This is an optimization exercise on Yosys and OpenROAD, whose aim is a short achievable clock period and few clock cycles per item, not a production implementation.
RTL that was checked went through simulation tests only; none was proved equivalent to the original.
The clock port is modelled as an ideal driver, which makes a skipped or thinned clock tree look cheaper than it is; a real chip needs a root buffer or a tree.
Power figures rest on the tool's default switching activity, not on a simulated workload.

==> flow/design.v (excerpt) <==
module conv_requant_packer #(
  parameter int DATA_WIDTH = 8,
  parameter int ACC_WIDTH  = 32,
  parameter int BUS_WIDTH  = 128,
  parameter int ADDR_WIDTH = 18
) (
  input  logic                  clk,
  input  logic                  rst,
  input  logic                  start,
  input  logic [ADDR_WIDTH-1:0] cfg_base_addr,
  input  logic [15:0]           cfg_scale,
  input  logic [4:0]            cfg_shift,
  input  logic [1:0]            cfg_act_mode,
  input  logic [DATA_WIDTH-1:0] cfg_clip_max,
  output logic                  busy,
  output logic                  done,
  input  logic                  in_valid,
  output logic                  in_ready,
  input  logic [ACC_WIDTH-1:0]  in_acc,
  input  logic [ACC_WIDTH-1:0]  in_bias,
  input  logic                  in_last,
  output logic                  out_valid,
  input  logic                  out_ready,
  output logic [ADDR_WIDTH-1:0] out_addr,
  output logic [BUS_WIDTH-1:0]  out_data,
  output logic                  out_last,
  ...
Size: roughly 6200 cells after synthesis, ~290 I/O pins.
==> flow/config.mk <==
export PLATFORM = sky130hd
export DESIGN_NAME = conv_requant_packer
export DESIGN_NICKNAME = conv_requant_packer
export VERILOG_FILES = /design/flow/design.v
export SDC_FILE = /design/flow/constraint.sdc
export NUM_CORES = 4
export LEC_CHECK = 0
export ABC_CLOCK_PERIOD_IN_PS = 1000
export CAP_MARGIN = 40
export CORE_MARGIN = 2
export CORE_UTILIZATION = 50
export SETUP_SLACK_MARGIN = 5
export SLEW_MARGIN = 60
export TNS_END_PERCENT = 20
==> flow/constraint.sdc <==
create_clock -name core_clock -period 7.5 [get_ports {clk}]
set_input_delay 1.5000 -clock core_clock [delete_from_list [all_inputs] [get_ports {clk}]]
set_output_delay 1.5000 -clock core_clock [all_outputs]
set_load 0.01 [all_outputs]
standard.sh (not shown) runs the stock make flow with config.mk's settings and CLKGATE_MAP_FILE= SYNTH_SCRIPT=/design/flow/synth_recipe.tcl, a recipe that flattens the netlist after the stock synthesis.
==> flow/flow/run.sh <==
#!/bin/bash
# Own flow: the standard layout (standard synthesis unchanged), with the
# clock tree step replaced by the shallow tree of flow/manual_cts.tcl.
set -euo pipefail
export PRE_CTS_TCL="$(pwd)/flow/manual_cts.tcl"
bash standard.sh > standard_flow.log 2>&1
Other scripts of this flow, unchanged in this note and not shown: flow/flow/manual_cts.tcl
The baseline went through all stages and came out clean.
Testbench counts at the start, summed over its fixed seeds: cycles 9,727, items 9,247.
Next try:
CORE_UTILIZATION = 45   (was 50)
What happened: Global-route usage decreases by 3.0 points; die area increases by roughly a tenth; critical path depth does not change; final cell count increases by a few percent; worst setup slack improved by 0.058 ns; routed wire length decreases slightly; via count hardly moves; synthesized area is unchanged; maximum frequency increases by a few percent; utilization decreases by 5.7 points.
Next try:
CORE_UTILIZATION = 55   (was 45)
Outcome:
- The new run finished with timing, DRC and antenna clean
- via count hardly moves
- cell area drops slightly
- synthesized area is unchanged
- clock power is about the same
- setup slack is better by 0.018 ns
Next try:
CAP_MARGIN = 50   (was 40)
CORE_UTILIZATION = 45   (was 55)
SLEW_MARGIN = 75   (was 60)
Outcome: The new run ran to the end with no violations; first-iteration DRC count drops by 11%; combinational power is about the same; design area climbs by 3.0%.
In every run of this note, the design's own scripts or RTL, not TritonCTS, make the clock network.


conv_requant_packer, a different RTL version from the one above (not shown whole).
For scale: ~4700 cells after synthesis, about 1000 flip-flops, ~51000 µm² of cells after synthesis.
// conv_requant_packer
module conv_requant_packer #(
  parameter int DATA_WIDTH = 8,
  parameter int ACC_WIDTH  = 32,
  parameter int BUS_WIDTH  = 128,
  parameter int ADDR_WIDTH = 18
) (
  input  logic                  clk,
  input  logic                  rst,
  input  logic                  start,
  input  logic [ADDR_WIDTH-1:0] cfg_base_addr,
  input  logic [15:0]           cfg_scale,
  input  logic [4:0]            cfg_shift,
  input  logic [1:0]            cfg_act_mode,
  input  logic [DATA_WIDTH-1:0] cfg_clip_max,
  output logic                  busy,
  output logic                  done,
  input  logic                  in_valid,
  output logic                  in_ready,
  input  logic [ACC_WIDTH-1:0]  in_acc,
  input  logic [ACC_WIDTH-1:0]  in_bias,
  input  logic                  in_last,
  output logic                  out_valid,
  input  logic                  out_ready,
  output logic [ADDR_WIDTH-1:0] out_addr,
  output logic [BUS_WIDTH-1:0]  out_data,
  output logic                  out_last,
  output logic [15:0]           sat_count
);
  localparam int LANES = BUS_WIDTH / DATA_WIDTH;    
  localparam int PW    = 48;                        
  localparam int NB    = 9;                         
  logic busy_q, done_q, run_q, in_ready_q, first_q;
  logic [5:0] cnt_q;                    
  logic start_ok, accept, pop, out_free;
  logic [5:0] cnt_d;
  logic run_d;
  assign start_ok = start & ~busy_q;
  assign accept   = in_valid & in_ready_q;
  logic out_valid_q, out_last_q;
  assign pop      = out_valid_q & out_ready;
  assign out_free = ~out_valid_q | out_ready;
  assign busy      = busy_q;
  assign done      = done_q;
  assign in_ready  = in_ready_q;
  always_comb begin
    case ({accept, pop})
      2'b10:   cnt_d = cnt_q + 6'd1;
      2'b01:   cnt_d = cnt_q - 6'd16;
      2'b11:   cnt_d = cnt_q - 6'd15;
      default: cnt_d = cnt_q;
    endcase
    if (start_ok) cnt_d = '0;
    run_d = start_ok | (run_q & ~(accept & in_last));
  end
  always_ff @(posedge clk) begin
    if (rst) begin
      busy_q     <= 1'b0;
      done_q     <= 1'b0;
      run_q      <= 1'b0;
      in_ready_q <= 1'b0;
      first_q    <= 1'b0;
      cnt_q      <= '0;
    end else begin
      busy_q     <= start_ok | (busy_q & ~done_q);
      done_q     <= pop & out_last_q;
      run_q      <= run_d;
  ...
export LEC_CHECK = 0
export ABC_CLOCK_PERIOD_IN_PS = 2000
export CAP_MARGIN = 20
export CORE_MARGIN = 2
export CORE_UTILIZATION = 60
export CTS_CLUSTER_DIAMETER = 80
export CTS_CLUSTER_SIZE = 30
export SETUP_SLACK_MARGIN = 5
export SLEW_MARGIN = 20
create_clock -name core_clock -period 7.5 [get_ports {clk}]
run.sh (not shown) runs the stock make flow with config.mk's settings and CLKGATE_MAP_FILE= SYNTH_SCRIPT=/design/flow/synth_recipe.tcl, a recipe that flattens the netlist after the stock synthesis.
Stock flow here: none of the scripts above is used.
The baseline passed the timing, DRC and antenna checks.
Rerun with:
Settings changed: CORE_UTILIZATION 60 to 40, CTS_CLUSTER_DIAMETER 80 to unset, CTS_CLUSTER_SIZE 30 to unset.
- clock-buffer cell count climbs by 85
- total power climbs by 12%
- global-route usage drops by 8.1 points
- first-iteration DRC count drops by 14%
- sequential share of layout area drops by 1.9 points
No run of this note included a check of the RTL's function; only the layout flow was run.

[re-timing with driven ports]
No port has a modelled driver above. Below, the same layouts with a new extraction and two added sets of constraints.
Step 1 assumes that a clkbuf_16 drives the clock port and a buf_2 every other input.
Step 2 adds t to the input delays and takes it off the output delays; t is the mean of the earliest and latest rising clock arrival at the registers after step 1. Input paths then give back, and output paths get back, about the clock's delay inside the block.
Slacks: ideal ports / drivers / drivers and shift; pairs: ideal ports / drivers.
run	t, ns	setup slack, ns	worst register clock-pin slew, ns	worst data-port slew with drivers (ns)
the first run of note 1	0.556	4.897 / 4.896 / 4.392	0.12 / 0.12	0.13
the second run of note 1	0.555	4.955 / 4.911 / 4.429	0.12 / 0.12	0.06
the third run of note 1	0.556	4.973 / 4.914 / 4.519	0.12 / 0.12	0.14
the fourth run of note 1	0.569	4.941 / 4.895 / 4.394	0.12 / 0.12	0.07
the first run of note 2	0.697	4.566 / 4.566 / 4.415	0.12 / 0.12	0.05
the second run of note 2	0.785	4.580 / 4.514 / 4.304	0.07 / 0.07	0.07
After both steps every run listed still meets setup and hold. The setup slack of the fourth run of note 1, which loses most, moves by -0.046 ns with the drivers and by -0.547 ns with both steps.
